From an optimization exercise on the open Yosys and OpenROAD flow, aimed at small area, a short achievable clock period and few clock cycles per item; shortcuts taken in it are not production practice. The RTL was checked by simulation tests, not by an equivalence proof against the original design. The clock port is modelled as an ideal driver, which makes a skipped or thinned clock tree look cheaper than it is; a real chip needs a root buffer or a tree. No activity file was given, so power comes from the tool's default toggle rates.

== alpha ==
==> module psd_ctrl, before the edit <==
module psd_ctrl (
	input  wire logic              clk,
	input  wire logic              arst_n,
	input  wire logic              start,
	output logic                   busy,
	output psd_pkg::psd_cmd_t      cmd
);
	logic res_q;
	always_ff @(posedge clk or negedge arst_n) begin
		if (!arst_n) begin
			res_q <= 1'b0;
		end else begin
			res_q <= start;
		end
	end
	assign busy        = 1'b0;
	assign cmd.capture = start;
	assign cmd.resolve = res_q;
endmodule
==> module psd_datapath, before the edit <==
module psd_datapath #(
	parameter int SLOT_COUNT = psd_pkg::SLOT_COUNT_DEF
) (
	input  wire logic                          clk,
	input  wire logic                          arst_n,
	input  wire psd_pkg::psd_cmd_t             cmd,
	input  wire logic                          operation,
	input  wire logic [psd_pkg::PAGE_W-1:0]    page_id,
	output logic                               done,
	output logic [psd_pkg::STATUS_W-1:0]       status,
	output logic [psd_pkg::SLOT_W-1:0]         slot
);
	localparam int IDX_W = (SLOT_COUNT > 1) ? $clog2(SLOT_COUNT) : 1;
	logic [SLOT_COUNT-1:0]           valid_q;
	logic [psd_pkg::PAGE_W-1:0]      page_q [SLOT_COUNT];
	logic                            op_r;
	logic [psd_pkg::PAGE_W-1:0]      page_r;
	logic [SLOT_COUNT-1:0]           match_r;   
	logic                            same_r;    
	logic                            prev_present;
	logic [SLOT_COUNT-1:0]           prev_onehot;
	logic [SLOT_COUNT-1:0]           match;
	logic [SLOT_COUNT-1:0]           first_free;
	logic [SLOT_COUNT-1:0]           valid_hit;
	logic [SLOT_COUNT-1:0]           valid_miss;
	logic                            below_full;
	logic                            hit_any;
	logic                            free_any;
	logic [IDX_W-1:0]                cmp_idx;
	logic [IDX_W-1:0]                hit_idx;
	logic [IDX_W-1:0]                free_idx;
	logic [psd_pkg::STATUS_W-1:0]    status_d;
	logic [psd_pkg::SLOT_W-1:0]      slot_d;
	logic                            done_q;
	logic [psd_pkg::STATUS_W-1:0]    status_q;
	logic [psd_pkg::SLOT_W-1:0]      slot_q;
	always_ff @(posedge clk) begin
		op_r   <= operation;
		page_r <= page_id;
		same_r <= cmd.resolve && (page_id == page_r);
		for (int k = 0; k < SLOT_COUNT; k++) begin
			match_r[k] <= valid_q[k] && (page_q[k] == page_id);
		end
	end
	always_comb begin
		prev_present = (status_q == psd_pkg::ST_HIT) || (status_q == psd_pkg::ST_LOAD);
		for (int k = 0; k < SLOT_COUNT; k++) begin
			prev_onehot[k] = prev_present && (slot_q == psd_pkg::SLOT_W'(k));
		end
	end
	always_comb begin
		match   = same_r ? prev_onehot : match_r;
		hit_any = same_r ? prev_present : |match_r;
		cmp_idx = '0;
		for (int k = 0; k < SLOT_COUNT; k++) begin
			if (match_r[k]) begin
				cmp_idx = cmp_idx | IDX_W'(k);
			end
		end
		hit_idx  = same_r ? IDX_W'(slot_q) : cmp_idx;
		free_idx = '0;
		for (int k = SLOT_COUNT - 1; k >= 0; k--) begin
			if (!valid_q[k]) begin
				free_idx = IDX_W'(k);
			end
		end
		below_full = 1'b1;
		for (int k = 0; k < SLOT_COUNT; k++) begin
			first_free[k] = !valid_q[k] && below_full;
			below_full    = below_full && valid_q[k];
		end
		free_any = !(&valid_q);
	end
	always_comb begin
		status_d = psd_pkg::ST_ABSENT;
		slot_d   = '0;
		if (op_r == psd_pkg::OP_GET) begin
			if (hit_any) begin
				status_d = psd_pkg::ST_HIT;
				slot_d   = psd_pkg::SLOT_W'(hit_idx);
			end else if (free_any) begin
				status_d = psd_pkg::ST_LOAD;
				slot_d   = psd_pkg::SLOT_W'(free_idx);
			end else begin
				status_d = psd_pkg::ST_FULL;
			end
		end else begin
			if (hit_any) begin
				status_d = psd_pkg::ST_REMOVED;
				slot_d   = psd_pkg::SLOT_W'(hit_idx);
			end
		end
	end
	always_comb begin
		for (int k = 0; k < SLOT_COUNT; k++) begin
			valid_hit[k]  = valid_q[k] && !(cmd.resolve && (op_r == psd_pkg::OP_REMOVE) && match[k]);
			valid_miss[k] = valid_q[k] || (cmd.resolve && (op_r == psd_pkg::OP_GET) && first_free[k]);
		end
	end
	always_ff @(posedge clk or negedge arst_n) begin
		if (!arst_n) begin
			valid_q <= '0;
		end else begin
			valid_q <= hit_any ? valid_hit : valid_miss;
		end
	end
	always_ff @(posedge clk) begin
		for (int k = 0; k < SLOT_COUNT; k++) begin
			if (!valid_q[k]) begin
				page_q[k] <= page_r;
			end
		end
	end
	always_ff @(posedge clk or negedge arst_n) begin
		if (!arst_n) begin
			done_q <= 1'b0;
		end else begin
			done_q <= cmd.resolve;
		end
	end
	always_ff @(posedge clk) begin
		status_q <= status_d;
		slot_q   <= slot_d;
	end
	assign done   = done_q;
	assign status = status_q;
	assign slot   = slot_q;
endmodule
export LEC_CHECK = 0
export CAP_MARGIN = 20
export CORE_MARGIN = 2
export CORE_UTILIZATION = 65
export PLACE_DENSITY = 0.75
export SETUP_SLACK_MARGIN = 3.1
export SLEW_MARGIN = 20
create_clock -name core_clock -period 5.0 [get_ports {clk}]
standard.sh (not shown) runs the stock make flow with config.mk's settings and CLKGATE_MAP_FILE= SYNTH_SCRIPT=/design/flow/synth_recipe.tcl, a recipe that flattens the netlist after the stock synthesis.
==> flow/flow/run.sh <==
#!/bin/bash
set -euo pipefail
here=$(cd "$(dirname "$0")" && pwd)
export BUFFER_PORTS_ARGS="-buffer_cell sky130_fd_sc_hd__buf_4"
export MATCH_CELL_FOOTPRINT=0
export POST_CTS_TCL="$here/split_root.tcl"
args=("BUFFER_PORTS_ARGS=$BUFFER_PORTS_ARGS" "MATCH_CELL_FOOTPRINT=0" "POST_CTS_TCL=$POST_CTS_TCL")
if [[ -f "$here/cts_args" ]]; then
  export CTS_ARGS="$(tr '\n' ' ' < "$here/cts_args")"
  args+=("CTS_ARGS=$CTS_ARGS")
fi
bash standard.sh "${args[@]}" finish > flow_make.log 2>&1
Other scripts of this flow, unchanged in this note and not shown: flow/flow/cts_args, flow/flow/split_root.tcl
Testbench counts of alpha, summed over its fixed seeds: cycles 16,016, items 16,000.
Input-level comparison between beta and alpha:
--- a/flow/design.v
+++ b/flow/design.v
@@ -32,14 +32,17 @@
 	input  wire logic              start,
 	output logic                   busy,
 	output psd_pkg::psd_cmd_t      cmd
 );
+	logic cmp_q;
 	logic res_q;
 	always_ff @(posedge clk or negedge arst_n) begin
 		if (!arst_n) begin
+			cmp_q <= 1'b0;
 			res_q <= 1'b0;
 		end else begin
-			res_q <= start;
+			cmp_q <= start;
+			res_q <= cmp_q;
 		end
 	end
 	assign busy        = 1'b0;
 	assign cmd.capture = start;
@@ -61,8 +64,10 @@
 );
 	localparam int IDX_W = (SLOT_COUNT > 1) ? $clog2(SLOT_COUNT) : 1;
 	logic [SLOT_COUNT-1:0]           valid_q;
 	logic [psd_pkg::PAGE_W-1:0]      page_q [SLOT_COUNT];
+	logic                            op_c;
+	logic [psd_pkg::PAGE_W-1:0]      page_c;
 	logic                            op_r;
 	logic [psd_pkg::PAGE_W-1:0]      page_r;
 	logic [SLOT_COUNT-1:0]           match_r;   
 	logic                            same_r;    
@@ -83,13 +88,17 @@
 	logic                            done_q;
 	logic [psd_pkg::STATUS_W-1:0]    status_q;
 	logic [psd_pkg::SLOT_W-1:0]      slot_q;
 	always_ff @(posedge clk) begin
-		op_r   <= operation;
-		page_r <= page_id;
-		same_r <= cmd.resolve && (page_id == page_r);
-		for (int k = 0; k < SLOT_COUNT; k++) begin
-			match_r[k] <= valid_q[k] && (page_q[k] == page_id);
+		op_c   <= operation;
+		page_c <= page_id;
+	end
+	always_ff @(posedge clk) begin
+		op_r   <= op_c;
+		page_r <= page_c;
+		same_r <= cmd.resolve && (page_c == page_r);
+		for (int k = 0; k < SLOT_COUNT; k++) begin
+			match_r[k] <= valid_q[k] && (page_q[k] == page_c);
 		end
 	end
 	always_comb begin
 		prev_present = (status_q == psd_pkg::ST_HIT) || (status_q == psd_pkg::ST_LOAD);
==> comparison <==
Of beta and alpha, beta shows the lower final period utilization, with alpha above it. Placed cell area was lower in alpha than in beta. beta vs alpha, mapped cell area went up by 2.8%. Minimum period implied by the final worst setup slack ended up 0.095 ns lower on beta than on alpha. beta vs alpha, instance count: beta higher. alpha → beta: number of sequential storage elements moved up; global-route wire length before repair went up 2300 µm; met1 wire length went down 260 µm; portion of total power attributed to sequential cells picked up an extra 1.8 points. Looking at area of the multi-input gates, beta sits below alpha.
Testbench counts of beta, summed over its fixed seeds: cycles 16,024, items 16,000.

==> what the ideal ports hide <==
How much do the figures lean on ideal ports? The routed layouts below were timed once more, with nothing changed but the port constraints.
Step 1 (the two cells are an assumption about what drives the block):
set clk [get_ports {clk}]
set_driving_cell -lib_cell sky130_fd_sc_hd__clkbuf_16 $clk
set_driving_cell -lib_cell sky130_fd_sc_hd__buf_2 [delete_from_list [all_inputs] $clk]
Step 2 moves the port delays by t, midway between the first and last clock arrival at a register: inputs arrive t later, outputs are due t later. That takes back most of the time a late clock gives input paths.
Slacks: no drivers / after step 1 / after step 2; pairs: no drivers / after step 1.
run | t (ns) | setup slack, ns | hold WS [ns] | latest minus earliest clock arrival (ns) | slew at the worst register clock pin (ns)
alpha | 0.542 | 2.962 / 2.974 / 2.453 | 0.367 / 0.322 / 0.516 | 0.045 / 0.046 | 0.10 / 0.10
beta | 0.545 | 3.058 / 2.980 / 3.109 | 0.349 / 0.333 / 0.349 | 0.050 / 0.050 | 0.10 / 0.10
After both steps every run listed still meets setup and hold. The setup slack of alpha, which loses most, moves by +0.012 ns with the drivers and by -0.509 ns with both steps.
